Context: an optimization exercise on an open-source flow, tuned for small area and a short achievable clock period. The choices shown serve that exercise and are no tape-out recipe. Function was checked by simulation only, so behaviour that the tests miss may differ from the original. No activity file was given, so power comes from the tool's default toggle rates.

## postadd_top
module postadd_top (
    input  logic                      clk,
    input  logic                      rstn,
    input  logic [64-1:0]    in_val,
    input  logic [4-1:0]    in_carry,
    input  logic [2:0]                mode1,
    input  logic [2:0]                mode2,
    input  logic [2:0]                mode3,
    input  logic [1:0]                addr2,
    input  logic [1:0]                addr3,
    input  logic [1:0]                outsel,
    output logic [72-1:0]   result
);
    localparam int RW = 72;
    localparam int IW = 66;                
    localparam int NL = 3;                 
    localparam int LW = RW / NL;           
    localparam int NB = NL - 1;            
    localparam int SW = RW + 2 * NB;       
    localparam logic [RW-1:0] MOD = RW'(64'hFFFF_FFFF_FFFF_FFC5);
    logic [IW-1:0] op_sum;
    assign op_sum[15:0] = in_val[15:0];
    logic [3:0] cy;                      
    assign cy[0] = 1'b0;
    for (genvar j = 1; j < 4; j++) begin : g_blk
        logic [15:0] v, ones0, ones1, inc1, inc2, s0, s1;
        logic        all1, all1h, co_c, co_nc;
        assign v = in_val[16*j +: 16];
        pa_andpfx16 u_o0 (.v(v), .p(ones0));
        pa_andpfx16 u_o1 (.v({v[15:1], 1'b1}), .p(ones1));
        assign inc1  = v ^ {ones0[14:0], 1'b1};
        assign inc2  = v ^ {ones1[14:1], 2'b10};
        assign all1  = ones0[15];
        assign all1h = ones1[15];
        assign s0 = in_carry[j-1] ? inc1 : v;
  ...
Size: ~6100 cells after synthesis, roughly 160 I/O pins, ~0.057 sq mm of cells after synthesis.
export LEC_CHECK = 0
export CAP_MARGIN = 20
export CORE_MARGIN = 2
export CORE_UTILIZATION = 60
export SETUP_SLACK_MARGIN = 4.0
export SLEW_MARGIN = 20
export SYNTH_HIERARCHICAL = 1
export SYNTH_MINIMUM_KEEP_SIZE = 0
create_clock -name core_clock -period 7.0 [get_ports {clk}]
standard.sh (not shown) runs the stock make flow with config.mk's settings and CLKGATE_MAP_FILE= SYNTH_SCRIPT=/design/flow/synth_recipe.tcl, a recipe that flattens the netlist after the stock synthesis.
==> flow/flow/run.sh <==
#!/bin/bash
# The standard layout (standard.sh, unchanged synthesis and steps), except
# that the input and output port buffers are buf_4 cells, which timing repair
# can then size, instead of the delay cells buffer_ports picks by default.
set -euo pipefail
cd "$(dirname "$0")/.."
export BUFFER_PORTS_ARGS="-buffer_cell sky130_fd_sc_hd__buf_4"
bash standard.sh > standard.log 2>&1
Rerun with:
Settings changed: CORE_UTILIZATION 60 to 70, CTS_CLUSTER_DIAMETER from default to 60, CTS_CLUSTER_SIZE from default to 30.
After rerunning:
- The changed run finished clean
- wire length fell by 3.8%
- count of clock-buffer cells in the layout goes down by 65
- total power shrinks by 6.0%
- global-route usage goes up by 3.9 points
- die area drops by 14%
- design area is lower by 4.2%
Rerun with:
Settings changed: CTS_CLUSTER_DIAMETER 60 to default, CTS_CLUSTER_SIZE 30 to default.
The new run completed without violations.
Clock power rose by 17%.
Utilization rose by 2.1 points.
Critical path depth rose by 1.
Cell area rose by 2.5%.
Area after synthesis is unchanged.
Worst setup slack is worse by 0.087 ns.
Non-clock buffer count rose by 44.
Rerun with:
Settings changed: CORE_UTILIZATION 70 to 60, CTS_CLUSTER_DIAMETER from default to 60, CTS_CLUSTER_SIZE from default to 30.
=> Synthesized cell count does not change; core utilization shrinks by 12 points; sequential share of layout area shrinks by 0.25 points; design area grows by 0.64%; hold slack gains 0.0051 ns; setup slack gains 0.18 ns; clock-buffer cell count shrinks by 55; global-route usage shrinks by 4.4 points; via count shrinks by 4.5%; wire length shrinks by about 1.5%; die area grows by 16%.

---

Another version of the RTL of postadd_top (not shown whole).
Size in the first run: roughly 160 I/O pins.
clock: 7.0 ns
lec_check: 0
cap_margin: 20
core_margin: 2
core_utilization: 60
cts_cluster_diameter: 60
cts_cluster_size: 30
setup_slack_margin: 4.2
slew_margin: 20
synth_hierarchical: 1
synth_minimum_keep_size: 0
Scripts as last shown in full above: flow/flow/run.sh
The starting point finished with timing, DRC and antenna clean.
Edit:
Settings changed: CORE_UTILIZATION 60 to 70, SETUP_SLACK_MARGIN 4.2 to 4.0.
Outcome: Worst setup slack gets worse by 0.078 ns. Sequential share of layout area rose by 2.1 points. Global-route usage rose by 4.8 points. Cell count came out lower by 4.4%. Flip-flop and latch count is unchanged.

## static timing again, ports no longer ideal
How much do the figures lean on ideal ports? The routed layouts below were timed once more, with nothing changed but the port constraints. Step 1, drivers: a clkbuf_16 drives clk and a buf_2 each remaining input, both assumed. Step 2, shift: input delay + t, output delay - t, t = (earliest + latest rising clock arrival at the registers) / 2. This alone moves slack from input paths to output paths. Three values: ideal ports, drivers, drivers and shift; two values: the first two.
run	t, ns	slack for setup (ns)	hold slack, ns	latest minus earliest clock arrival (ns)
the first run of note 1	0.756	3.892 / 3.892 / 3.317	0.326 / 0.326 / 0.326	0.034 / 0.033
the second run of note 1	0.724	3.857 / 3.857 / 3.240	0.330 / 0.330 / 0.330	0.043 / 0.043
the third run of note 1	0.738	3.770 / 3.770 / 3.281	0.326 / 0.326 / 0.326	0.024 / 0.024
the fourth run of note 1	0.743	3.954 / 3.954 / 3.335	0.331 / 0.331 / 0.331	0.043 / 0.042
the first run of note 2	0.772	3.977 / 3.977 / 3.323	0.324 / 0.324 / 0.324	0.043 / 0.043
the second run of note 2	0.720	3.898 / 3.898 / 3.330	0.336 / 0.336 / 0.336	0.053 / 0.052
After both steps every run listed still meets setup and hold. The setup slack of the first run of note 2, which loses most, moves by 0.000 ns with the drivers and by -0.654 ns with both steps.
